Background: an optimization exercise with open tools, aiming at small area and few clock cycles per item. Do not read the settings as production practice. In this exercise RTL edits were held to simulation tests only and were not proved equivalent to the original. Power is estimated from default activity; no workload was simulated.

## barrier_basket_payoff
module barrier_basket_payoff #(
  parameter int unsigned MAX_ASSETS = bbp_pkg::MaxAssetsDefault,
  parameter int unsigned MAX_STEPS  = bbp_pkg::MaxStepsDefault
) (
  input  wire                                clk_i,
  input  wire                                rst_ni,
  input  wire                                cfg_we_i,
  input  wire  [bbp_pkg::CfgIdxW-1:0]        cfg_idx_i,
  input  wire  [bbp_pkg::CfgW-1:0]           cfg_data_i,
  input  wire                                s_axis_tvalid,
  output logic                               s_axis_tready,
  input  wire  [bbp_pkg::InDataW-1:0]        s_axis_tdata,
  input  wire                                s_axis_tuser,
  input  wire                                s_axis_tlast,
  output logic                               m_axis_tvalid,
  input  wire                                m_axis_tready,
  output logic [bbp_pkg::PriceW-1:0]         m_axis_tdata,
  output logic                               m_axis_tuser
);
Size in the first run: about 3900 cells after synthesis, ~190 I/O pins, roughly 52000 sq um of cells after synthesis.
==> flow/config.mk <==
export PLATFORM = sky130hd
export DESIGN_NAME = barrier_basket_payoff
export DESIGN_NICKNAME = barrier_basket_payoff
export VERILOG_FILES = /design/flow/design.v
export SDC_FILE = /design/flow/constraint.sdc
export NUM_CORES = 4
export LEC_CHECK = 0
export CAP_MARGIN = 20
export CORE_MARGIN = 2
export CORE_UTILIZATION = 40
export CTS_BUF_LIST = sky130_fd_sc_hd__clkbuf_8
export CTS_CLUSTER_DIAMETER = 70
export CTS_CLUSTER_SIZE = 20
export SLEW_MARGIN = 20
export SYNTH_HIERARCHICAL = 1
export SYNTH_MINIMUM_KEEP_SIZE = 0
==> flow/constraint.sdc <==
create_clock -name core_clock -period 10.0 [get_ports {clk_i}]
set_input_delay 2.0000 -clock core_clock [delete_from_list [all_inputs] [get_ports {clk_i}]]
set_output_delay 2.0000 -clock core_clock [all_outputs]
set_load 0.01 [all_outputs]
standard.sh (not shown) runs the stock make flow with config.mk's settings and CLKGATE_MAP_FILE= SYNTH_SCRIPT=/design/flow/synth_recipe.tcl, a recipe that flattens the netlist after the stock synthesis.
==> flow/flow/run.sh <==
#!/bin/bash
# The standard layout (standard.sh) with two changes:
#  - after the standard synthesis, flow/downsize.tcl swaps the combinational
#    cells that synthesis sized up back to their _1 variants (same function
#    and pins); the layout's own repair steps size up what timing needs;
#  - every input and output port is buffered with buf_1 instead of the
#    default clkdlybuf4s50_1 (BUFFER_PORTS_ARGS).
# Each tool's output goes to a log file of its own in this folder.
set -euo pipefail
export BUFFER_PORTS_ARGS="-buffer_cell sky130_fd_sc_hd__buf_1"
R="orfs/results/${FLOW_PLATFORM}/barrier_basket_payoff/base"
bash standard.sh synth > make_synth.log 2>&1
ODB_IN="$R/1_synth.odb" ODB_OUT="$R/1_synth_small.odb" \
  openroad -no_init -exit flow/downsize.tcl > downsize.log 2>&1
mv "$R/1_synth_small.odb" "$R/1_synth.odb"
bash standard.sh > make_finish.log 2>&1
==> flow/flow/downsize.tcl <==
# Swap upsized combinational cells of the synthesized netlist to their _1
# variant (same function and pins); the layout's repair steps size them up
# again where timing needs it.
read_db $::env(ODB_IN)
set db [ord::get_db]
set block [[$db getChip] getBlock]
set n 0
foreach inst [$block getInsts] {
  set m [$inst getMaster]
  set name [$m getName]
  if {[regexp {^sky130_fd_sc_hd__(a22oi|a21oi|o21ai|nand2|nor2|xor2|xnor2|a22o|o22ai|a221oi|a211oi|and2|or2|nand3|nor3|and3|inv|buf|nor4|nand4|o21a|a21o)_([2-9]|1[0-9])$} $name -> base size]} {
    set new [$db findMaster sky130_fd_sc_hd__${base}_1]
    if {$new != "NULL"} {
      $inst swapMaster $new
      incr n
    }
  }
}
puts "downsized $n instances"
write_db $::env(ODB_OUT)
The baseline went through all stages and came out clean.
Testbench counts at the start, summed over its fixed seeds: cycles 15,480, items 320.
Edit:
- CTS_BUF_LIST: sky130_fd_sc_hd__clkbuf_8 -> sky130_fd_sc_hd__clkbuf_8 sky130_fd_sc_hd__clkbuf_16
- CTS_CLUSTER_DIAMETER: 70 -> 100
- CTS_CLUSTER_SIZE: 20 -> 30
=> The changed run finished with timing, DRC and antenna clean; setup slack improved by 14 ps; via count is about the same; count of clock-buffer cells in the layout came out lower by 36; sequential power barely changes; hold slack is worse by 40 ps; register-to-register slack is about the same; clock power rose by about 3%; critical path depth stays the same.

afterwards: timing with drivers on the ports:
The flow's constraints put no driver on any port. The routed layouts listed below were extracted and timed again, unchanged, in two steps. Step 1 assumes that a clkbuf_16 drives the clock port and a buf_2 every other input. Step 2 also shifts input and output timing later by t, the mid clock arrival at the registers, as if the neighbouring blocks saw the same clock. a / b / c = ideal / step 1 / step 2; a / b = the first two.
| run | shift t [ns] | setup WS [ns] | worst setup path after step 2 | clock arrival spread, ns |
|---|---|---|---|---|
| the first run | 0.916 | 0.742 / 0.742 / 0.742 | register to register | 0.063 / 0.063 |
| the second run | 0.786 | 0.756 / 0.756 / 0.756 | register to register | 0.108 / 0.108 |
After both steps every run listed still meets setup and hold.
